Context: an optimization exercise on an open-source flow, tuned for small area, a short achievable clock period and few clock cycles per item. The choices shown serve that exercise and are no tape-out recipe.
Where RTL was checked, it was by simulation tests only, not by an equivalence proof against the original.
Power and IR drop assume default switching activity.

Setup of tundra:
Design learning_switch_with_tree_election_unit, start of the top module:
module learning_switch_with_tree_election_unit #(
  parameter int unsigned PORTS         = lsw_pkg::PortsDefault,
  parameter int unsigned TABLE_ENTRIES = lsw_pkg::TableEntriesDefault
) (
  input  wire                          clk_i,
  input  wire                          rst_ni,
  input  wire                          cfg_we_i,
  input  wire  [lsw_pkg::CfgIdxW-1:0]  cfg_idx_i,
  input  wire  [lsw_pkg::CfgDataW-1:0] cfg_wdata_i,
  input  wire                          push,
  output logic                         full,
  input  wire                          kind_i,
  input  wire  [2:0]                   in_port_i,
  input  wire  [7:0]                   pkt_src_i,
  input  wire  [7:0]                   pkt_dst_i,
  input  wire                          is_control_i,
  input  wire  [1:0]                   sender_type_i,
  input  wire  [7:0]                   adv_root_i,
  input  wire  [7:0]                   adv_dist_i,
  input  wire                          sender_child_i,
  output logic                         empty,
  input  wire                          pop,
  output logic [1:0]                   action_o,
  output logic [2:0]                   out_port_o,
  output logic [7:0]                   port_mask_o,
  output logic [7:0]                   ctl_root_o,
  output logic [7:0]                   ctl_dist_o,
  output logic [7:0]                   child_mask_o
);
For scale: about 5200 cells after synthesis, ~0.051 mm² of cells after synthesis.
==> flow/config.mk <==
export PLATFORM = sky130hd
export DESIGN_NAME = learning_switch_with_tree_election_unit
export DESIGN_NICKNAME = learning_switch_with_tree_election_unit
export VERILOG_FILES = /design/flow/design.v
export SDC_FILE = /design/flow/constraint.sdc
export NUM_CORES = 4
export LEC_CHECK = 0
export CAP_MARGIN = 20
export CORE_MARGIN = 2
export CORE_UTILIZATION = 60
export CTS_CLUSTER_DIAMETER = 100
export CTS_CLUSTER_SIZE = 25
export SETUP_SLACK_MARGIN = 3.6
export SLEW_MARGIN = 20
==> flow/constraint.sdc <==
create_clock -name core_clock -period 6.0 [get_ports {clk_i}]
set_input_delay 1.2000 -clock core_clock [delete_from_list [all_inputs] [get_ports {clk_i}]]
set_output_delay 1.2000 -clock core_clock [all_outputs]
set_load 0.01 [all_outputs]
run.sh (not shown) runs the stock make flow with config.mk's settings and CLKGATE_MAP_FILE= SYNTH_SCRIPT=/design/flow/synth_recipe.tcl, a recipe that flattens the netlist after the stock synthesis.
What maple does differently from tundra at the input level:
- CORE_UTILIZATION now 70, was 60
### Flow results
- Highest cell delay on the worst timing path delta for maple relative to tundra: 0.74 ns higher
- tundra vs maple, type of the setup path with the least slack: flip-flop to primary output vs flip-flop to flip-flop
- Delta (maple minus tundra): utilization increased by 11 points relative to the old numbers, number of enable flip-flop cells after synthesis closely matched the old numbers.
- Taking tundra as the reference, in maple fraction of final layout cells sized beyond drive strength 1 saw a decrease; first-pass GRT wire length went down by about 3%; total routing resource utilization after global routing went up by 4.9 points.
- tundra reports its worst setup path endpoint as empty while maple reports tport_q[155][0].
Function was not checked in any run of this note: the RTL went through the layout flow alone.

---

learning_switch_with_tree_election_unit, a different RTL version from the one above (not shown whole).
Size: ~1300 flip-flops.
Settings: LEC_CHECK=0, CAP_MARGIN=20, CORE_MARGIN=2, CORE_UTILIZATION=40, CTS_CLUSTER_DIAMETER=80, CTS_CLUSTER_SIZE=20, SETUP_SLACK_MARGIN=3.7, SLEW_MARGIN=20; clock period 6.0 ns.
Edit:
--- a/flow/config.mk
+++ b/flow/config.mk
@@ -10,3 +10,3 @@
-export CORE_UTILIZATION = 40
-export CTS_CLUSTER_DIAMETER = 80
-export CTS_CLUSTER_SIZE = 20
+export CORE_UTILIZATION = 55
+export CTS_CLUSTER_DIAMETER = 100
+export CTS_CLUSTER_SIZE = 25
Result: Die area came out lower by a quarter to a third; worst hold slack hardly moves; setup slack gains 46 ps; global-route usage rose by 7.9 points; via count rises slightly; final cell count goes down by roughly a tenth; critical path depth does not change.
No run of this note included a check of the RTL's function; only the layout flow was run.

---

## v6
Another version of the RTL of learning_switch_with_tree_election_unit (not shown whole).
Size in the first run: roughly 3900 cells after synthesis, roughly 100 I/O pins, ~52000 sq um of cells after synthesis.
==> flow/design.v (excerpt) <==
module learning_switch_with_tree_election_unit #(
  parameter int unsigned PORTS         = lsw_pkg::PortsDefault,
  parameter int unsigned TABLE_ENTRIES = lsw_pkg::TableEntriesDefault
) (
  input  wire                          clk_i,
  input  wire                          rst_ni,
  input  wire                          cfg_we_i,
  input  wire  [lsw_pkg::CfgIdxW-1:0]  cfg_idx_i,
  input  wire  [lsw_pkg::CfgDataW-1:0] cfg_wdata_i,
  input  wire                          push,
  output logic                         full,
  input  wire                          kind_i,
  input  wire  [2:0]                   in_port_i,
  input  wire  [7:0]                   pkt_src_i,
  input  wire  [7:0]                   pkt_dst_i,
  input  wire                          is_control_i,
  input  wire  [1:0]                   sender_type_i,
  input  wire  [7:0]                   adv_root_i,
  input  wire  [7:0]                   adv_dist_i,
  input  wire                          sender_child_i,
  output logic                         empty,
  input  wire                          pop,
  output logic [1:0]                   action_o,
  output logic [2:0]                   out_port_o,
  output logic [7:0]                   port_mask_o,
  output logic [7:0]                   ctl_root_o,
  output logic [7:0]                   ctl_dist_o,
  output logic [7:0]                   child_mask_o
);
Settings: LEC_CHECK=0, CAP_MARGIN=20, CORE_MARGIN=2, CORE_UTILIZATION=60, CTS_CLUSTER_DIAMETER=100, CTS_CLUSTER_SIZE=25, SETUP_SLACK_MARGIN=3.6, SLEW_MARGIN=20; clock period 6.0 ns.
standard.sh (not shown) runs the stock make flow with config.mk's settings and CLKGATE_MAP_FILE= SYNTH_SCRIPT=/design/flow/synth_recipe.tcl, a recipe that flattens the netlist after the stock synthesis.
==> flow/flow/run.sh <==
#!/bin/bash
# Standard layout, except that clock tree synthesis inserts no dummy loads.
# Each tool's output goes to the ORFS logs under orfs/logs; make's own output to flow_make.log.
set -euo pipefail
export CTS_ARGS="-sink_clustering_enable -repair_clock_nets -dont_use_dummy_load -sink_clustering_size 25 -sink_clustering_max_diameter 100"
bash standard.sh > flow_make.log 2>&1
Here is what was changed in the inputs of v7 compared with v6.
==> flow/run.sh (new file) <==
#!/bin/bash
# synth_recipe.tcl (not shown) runs the flow's synth.tcl, then flattens the netlist and writes it again
# the make line also repeats each setting of config.mk as NAME=value (left out here)
make -C /OpenROAD-flow-scripts/flow DESIGN_CONFIG=/design/flow/config.mk WORK_HOME=/design/flow/orfs CLKGATE_MAP_FILE= SYNTH_SCRIPT=/design/flow/synth_recipe.tcl finish
removed: flow/flow/run.sh
removed: flow/standard.sh
==> comparison <==
- Fraction of area in registers on v7 is down relative to v6.
- Comparing v6 and v7, the lower fraction of the cycle the final worst path needs is on v6.
- In the tables for v6 and v7, cell area reads lower with v6.
No functional check of the RTL was part of any run of this note.

---

== run R ==
Another version of the RTL of learning_switch_with_tree_election_unit (not shown whole).
Size: roughly 3,700 cells after synthesis, about 51,000 sq um of cells after synthesis.
export LEC_CHECK = 0
export CAP_MARGIN = 20
export CORE_MARGIN = 2
export CORE_UTILIZATION = 55
export CTS_CLUSTER_DIAMETER = 100
export CTS_CLUSTER_SIZE = 25
export SETUP_SLACK_MARGIN = 3.5
export SLEW_MARGIN = 20
create_clock -name core_clock -period 6.0 [get_ports {clk_i}]
==> flow/flow/run.sh <==
#!/bin/bash
# Standard layout, except that clock tree synthesis inserts no dummy loads.
# Each tool's output goes to the ORFS logs under orfs/logs; make's own output to flow_make.log.
set -euo pipefail
export CTS_ARGS="-sink_clustering_enable -repair_clock_nets -dont_use_dummy_load -sink_clustering_size 25 -sink_clustering_max_diameter 100"
bash standard.sh > flow_make.log 2>&1
Run R ran to completion and came out clean on the timing, DRC and antenna checks.
diff inputs: run R => run F
==> flow/run.sh (new file) <==
#!/bin/bash
# synth_recipe.tcl (not shown) runs the flow's synth.tcl, then flattens the netlist and writes it again
# the make line also repeats each setting of config.mk as NAME=value (left out here)
make -C /OpenROAD-flow-scripts/flow DESIGN_CONFIG=/design/flow/config.mk WORK_HOME=/design/flow/orfs CLKGATE_MAP_FILE= SYNTH_SCRIPT=/design/flow/synth_recipe.tcl finish
removed: flow/flow/run.sh
removed: flow/standard.sh
### Flow results
Run F went all the way through the flow, and no timing, DRC or antenna check failed.
Changes observed in run F relative to run R: fill cell instance count of the final layout did not really move, power after layout went up, worst-skew pair later-pin latency went up, number of buffers outside the clock class in the layout went up.
Total of cells resized after clock tree synthesis of run F falls short of that of run R slightly.
Sort run R and run F by post-synthesis to final-layout area growth desc -> top: run F
Taking run R as the reference, in run F global router's overall resource usage did not really move, first-pass GRT wire length did not really move, sequential power did not really move, register fraction of the total cell area went down.
Function was not checked in any run of this note: the RTL went through the layout flow alone.

---

== red ==
Another version of the RTL of learning_switch_with_tree_election_unit (not shown whole).
Size in the first run: about 3,800 cells after synthesis, about 0.051 sq mm of cells after synthesis.
## learning_switch_with_tree_election_unit
module learning_switch_with_tree_election_unit #(
  parameter int unsigned PORTS         = lsw_pkg::PortsDefault,
  parameter int unsigned TABLE_ENTRIES = lsw_pkg::TableEntriesDefault
) (
  input  wire                          clk_i,
  input  wire                          rst_ni,
  input  wire                          cfg_we_i,
  input  wire  [lsw_pkg::CfgIdxW-1:0]  cfg_idx_i,
  input  wire  [lsw_pkg::CfgDataW-1:0] cfg_wdata_i,
  input  wire                          push,
  output logic                         full,
  input  wire                          kind_i,
  input  wire  [2:0]                   in_port_i,
  input  wire  [7:0]                   pkt_src_i,
  input  wire  [7:0]                   pkt_dst_i,
  input  wire                          is_control_i,
  input  wire  [1:0]                   sender_type_i,
  input  wire  [7:0]                   adv_root_i,
  input  wire  [7:0]                   adv_dist_i,
  input  wire                          sender_child_i,
  output logic                         empty,
  input  wire                          pop,
  output logic [1:0]                   action_o,
  output logic [2:0]                   out_port_o,
  output logic [7:0]                   port_mask_o,
  output logic [7:0]                   ctl_root_o,
  output logic [7:0]                   ctl_dist_o,
  output logic [7:0]                   child_mask_o
);
clock: 6.0 ns
lec_check: 0
cap_margin: 20
core_margin: 2
core_utilization: 60
cts_cluster_diameter: 100
cts_cluster_size: 25
setup_slack_margin: 3.6
slew_margin: 20
==> flow/flow/run.sh <==
#!/bin/bash
# Standard layout, except that clock tree synthesis inserts no dummy loads.
# Each tool's output goes to the ORFS logs under orfs/logs; make's own output to flow_make.log.
set -euo pipefail
export CTS_ARGS="-sink_clustering_enable -repair_clock_nets -dont_use_dummy_load -sink_clustering_size 25 -sink_clustering_max_diameter 100"
bash standard.sh > flow_make.log 2>&1
red reached the final stage; the timing, DRC and antenna checks on its layout passed.
Testbench counts of red, summed over its fixed seeds: cycles 24,024, items 24,000.
Input-level comparison between blue and red:
- CORE_UTILIZATION: 60 -> 70
==> flow/run.sh (new file) <==
#!/bin/bash
# synth_recipe.tcl (not shown) runs the flow's synth.tcl, then flattens the netlist and writes it again
# the make line also repeats each setting of config.mk as NAME=value (left out here)
make -C /OpenROAD-flow-scripts/flow DESIGN_CONFIG=/design/flow/config.mk WORK_HOME=/design/flow/orfs CLKGATE_MAP_FILE= SYNTH_SCRIPT=/design/flow/synth_recipe.tcl finish
removed: flow/flow/run.sh
removed: flow/standard.sh
## What came out
Total instance count after detailed placement, red and blue, lower one = blue.
Looking only at routed wire length, and setting everything else aside, the higher value of red and blue goes to red.
Comparing worst-case setup margin in the final layout for red and blue, the smaller number came from blue.
In the flow results for red and blue, the met1 track demand over resource in global routing is smaller on red.
Edits applied to the flow inputs when going from blue to green:
- CORE_UTILIZATION: 70 -> 60
- SETUP_SLACK_MARGIN: 3.6 -> 3.75
[summary]
- The buffer count from post-CTS setup fixing in blue is 0.69 times that in green.
- Period utilization: green and blue compared, lower one is green
- As of green, final cell count had risen by a few percent compared to blue.
- Relative to blue, overall routed net length increased by about 5.6% in green.
- Re detailed-route via count: blue was higher than green.
- Global-route total usage across every layer for green: 3.6 points down relative to blue
- Comparing wire length of the first global-routing pass for green and blue, the bigger number came from green.
- Delta (green minus blue): final critical path time including I/O delays and setup -0.011 ns; multi-input combinational gate total about even.
What orange does differently from green at the input level:
- SETUP_SLACK_MARGIN: 3.75 -> 3.6
- TNS_END_PERCENT: unset -> 10
Results
orange consumes less power than green does.
Setup slack at placement (orange over green): increase, 0.027 ns
Diff green -> orange: routed wire length has decreased; final area dropped 1.9%; final worst setup slack now sits lower; count of multi-input combinational gates comparable; wire length of the first global-routing pass went down.
Area growth from synthesis to layout was higher in the run labelled green.
Here is what was changed in the inputs of purple compared with orange.
- TNS_END_PERCENT removed (was 10)
## What came out
Combinational group share of total power in purple vs orange: up 0.7 points. Summary of purple over orange: combinational power saw an increase; power density over cell area comparable. purple vs. orange: logic depth of the worst setup path including buffers went down by 5. Of the two values seen for startpoint-to-endpoint class of the critical path, reg -> out was produced by purple and reg -> reg by orange. Relative to orange, leakage power summed over all cells has increased by about 0.46% in purple.

---

learning_switch_with_tree_election_unit, a different RTL version from the one above (not shown whole).
Size: about 3,700 cells after synthesis, about 100 I/O pins, about 51,000 µm² of cells after synthesis.
Design learning_switch_with_tree_election_unit, start of the top module:
module learning_switch_with_tree_election_unit #(
  parameter int unsigned PORTS         = lsw_pkg::PortsDefault,
  parameter int unsigned TABLE_ENTRIES = lsw_pkg::TableEntriesDefault
) (
  input  wire                          clk_i,
  input  wire                          rst_ni,
  input  wire                          cfg_we_i,
  input  wire  [lsw_pkg::CfgIdxW-1:0]  cfg_idx_i,
  input  wire  [lsw_pkg::CfgDataW-1:0] cfg_wdata_i,
  input  wire                          push,
  output logic                         full,
  input  wire                          kind_i,
  input  wire  [2:0]                   in_port_i,
  input  wire  [7:0]                   pkt_src_i,
  input  wire  [7:0]                   pkt_dst_i,
  input  wire                          is_control_i,
  input  wire  [1:0]                   sender_type_i,
  input  wire  [7:0]                   adv_root_i,
  input  wire  [7:0]                   adv_dist_i,
  input  wire                          sender_child_i,
  output logic                         empty,
  input  wire                          pop,
  output logic [1:0]                   action_o,
  output logic [2:0]                   out_port_o,
  output logic [7:0]                   port_mask_o,
  output logic [7:0]                   ctl_root_o,
  output logic [7:0]                   ctl_dist_o,
  output logic [7:0]                   child_mask_o
);
==> flow/config.mk <==
export PLATFORM = sky130hd
export DESIGN_NAME = learning_switch_with_tree_election_unit
export DESIGN_NICKNAME = learning_switch_with_tree_election_unit
export VERILOG_FILES = /design/flow/design.v
export SDC_FILE = /design/flow/constraint.sdc
export NUM_CORES = 4
export LEC_CHECK = 0
export CAP_MARGIN = 20
export CORE_MARGIN = 2
export CORE_UTILIZATION = 65
export CTS_CLUSTER_DIAMETER = 100
export CTS_CLUSTER_SIZE = 25
export SETUP_SLACK_MARGIN = 3.5
export SLEW_MARGIN = 20
==> flow/constraint.sdc <==
create_clock -name core_clock -period 6.0 [get_ports {clk_i}]
set_input_delay 1.2000 -clock core_clock [delete_from_list [all_inputs] [get_ports {clk_i}]]
set_output_delay 1.2000 -clock core_clock [all_outputs]
set_load 0.01 [all_outputs]
run.sh (not shown) runs the stock make flow with config.mk's settings and CLKGATE_MAP_FILE= SYNTH_SCRIPT=/design/flow/synth_recipe.tcl, a recipe that flattens the netlist after the stock synthesis.
Stock flow here: none of the scripts above is used.
The first run completed without violations.
Testbench counts at the start, summed over its fixed seeds: cycles 24,024, items 24,000.
Then changed:
--- a/flow/config.mk
+++ b/flow/config.mk
@@ -8,5 +8,5 @@
 export CAP_MARGIN = 20
 export CORE_MARGIN = 2
-export CORE_UTILIZATION = 65
+export CORE_UTILIZATION = 55
 export CTS_CLUSTER_DIAMETER = 100
 export CTS_CLUSTER_SIZE = 25
Total power rose by 0.37%. Sequential power stays flat. Global-route usage fell by 4.1 points. Cell count goes up by 4.0%. Synthesized area is unchanged. Final area climbs by 0.40%.

---

Another version of the RTL of learning_switch_with_tree_election_unit (not shown whole).
For scale: ~1300 flip-flops, roughly 100 I/O pins, about 0.052 sq mm of cells after synthesis.
## learning_switch_with_tree_election_unit
module learning_switch_with_tree_election_unit #(
  parameter int unsigned PORTS         = lsw_pkg::PortsDefault,
  parameter int unsigned TABLE_ENTRIES = lsw_pkg::TableEntriesDefault
) (
  input  wire                          clk_i,
  input  wire                          rst_ni,
  input  wire                          cfg_we_i,
  input  wire  [lsw_pkg::CfgIdxW-1:0]  cfg_idx_i,
  input  wire  [lsw_pkg::CfgDataW-1:0] cfg_wdata_i,
  input  wire                          push,
  output logic                         full,
  input  wire                          kind_i,
  input  wire  [2:0]                   in_port_i,
  input  wire  [7:0]                   pkt_src_i,
  input  wire  [7:0]                   pkt_dst_i,
  input  wire                          is_control_i,
  input  wire  [1:0]                   sender_type_i,
  input  wire  [7:0]                   adv_root_i,
  input  wire  [7:0]                   adv_dist_i,
  input  wire                          sender_child_i,
  output logic                         empty,
  input  wire                          pop,
  output logic [1:0]                   action_o,
  output logic [2:0]                   out_port_o,
  output logic [7:0]                   port_mask_o,
  output logic [7:0]                   ctl_root_o,
  output logic [7:0]                   ctl_dist_o,
  output logic [7:0]                   child_mask_o
);
  logic       v0_q;
  logic       kind0_q, ctrl0_q, child0_q;
  logic [2:0] port0_q;
  logic [7:0] aroot0_q, cand0_q;
  logic [15:0] shi0_q, slo0_q;
  logic       cov0_q, host0_q, sw0_q;
  logic [3:0]  dtop0_q, dmid0_q;
  logic [15:0] dlo0_q;
  logic       accept;
  logic [8:0] cand_in;
  assign cand_in = {1'b0, adv_dist_i} + 9'd1;
  assign accept = push && !full;
  always_ff @(posedge clk_i or negedge rst_ni) begin
    if (!rst_ni) v0_q <= 1'b0;
    else         v0_q <= accept;
  end
  always_ff @(posedge clk_i) begin
    kind0_q  <= kind_i;
    ctrl0_q  <= is_control_i;
    child0_q <= sender_child_i;
    port0_q  <= in_port_i;
    shi0_q   <= (accept && kind_i) ? (16'd1 << pkt_src_i[7:4]) : 16'd0;
    slo0_q   <= 16'd1 << pkt_src_i[3:0];
    aroot0_q <= adv_root_i;
  ...
Settings: LEC_CHECK=0, CAP_MARGIN=20, CORE_MARGIN=2, CORE_UTILIZATION=60, CTS_CLUSTER_DIAMETER=100, CTS_CLUSTER_SIZE=25, SETUP_SLACK_MARGIN=3.6, SLEW_MARGIN=20; clock period 6.0 ns.
Edit:
TNS_END_PERCENT = 10   (was not set)
The changed run completed with no timing, DRC or antenna violations; routed wire length rose by 0.63%; final cell count is about the same; setup slack gets worse by 0.067 ns; clock-buffer cell count fell by 1; combinational power fell by about 3%; utilization fell by 0.13 points; power fell by 0.74%; clock skew barely changes; design area hardly moves; via count rose by 0.51%.
Function was not checked in any run of this note: the RTL went through the layout flow alone.

afterwards: timing with drivers on the ports:
The flow's constraints put no driver on any port. The routed layouts listed below were extracted and timed again, unchanged, in two steps. Step 1: set_driving_cell puts a clkbuf_16 on clk_i and a buf_2 on each other input, an assumption about the parent block. Step 2 moves the port delays by t, midway between the first and last clock arrival at a register: inputs arrive t later, outputs are due t later. That takes back most of the time a late clock gives input paths. a / b / c = no drivers / after step 1 / after step 2; a / b = the first two.
run	shift t [ns]	setup slack, ns	pins driven straight from the clock port
tundra	0.754	3.537 / 3.463 / 3.006	1
maple	0.774	3.450 / 3.424 / 2.945	1
the first run of note 2	0.733	3.338 / 3.338 / 3.074	1
the second run of note 2	0.741	3.384 / 3.384 / 3.050	1
v6	0.717	3.232 / 3.232 / 2.931	1
v7	0.756	3.201 / 3.201 / 2.887	1
run R	0.760	3.443 / 3.381 / 2.767	1
run F	0.788	3.425 / 3.355 / 2.803	1
red	0.725	3.574 / 3.504 / 2.969	1
blue	0.748	3.550 / 3.480 / 2.933	1
green	0.742	3.562 / 3.490 / 3.034	1
orange	0.727	3.376 / 3.362 / 2.940	1
purple	0.745	3.546 / 3.474 / 2.958	1
the first run of note 6	0.730	3.520 / 3.457 / 2.875	1
the second run of note 6	0.740	3.507 / 3.455 / 2.836	1
the first run of note 7	0.748	3.500 / 3.478 / 2.982	1
the second run of note 7	0.744	3.433 / 3.362 / 2.828	1
After both steps every run listed still meets setup and hold. For run R, which loses most, drivers alone change the setup slack by -0.062 ns; drivers and shift together by -0.676 ns.
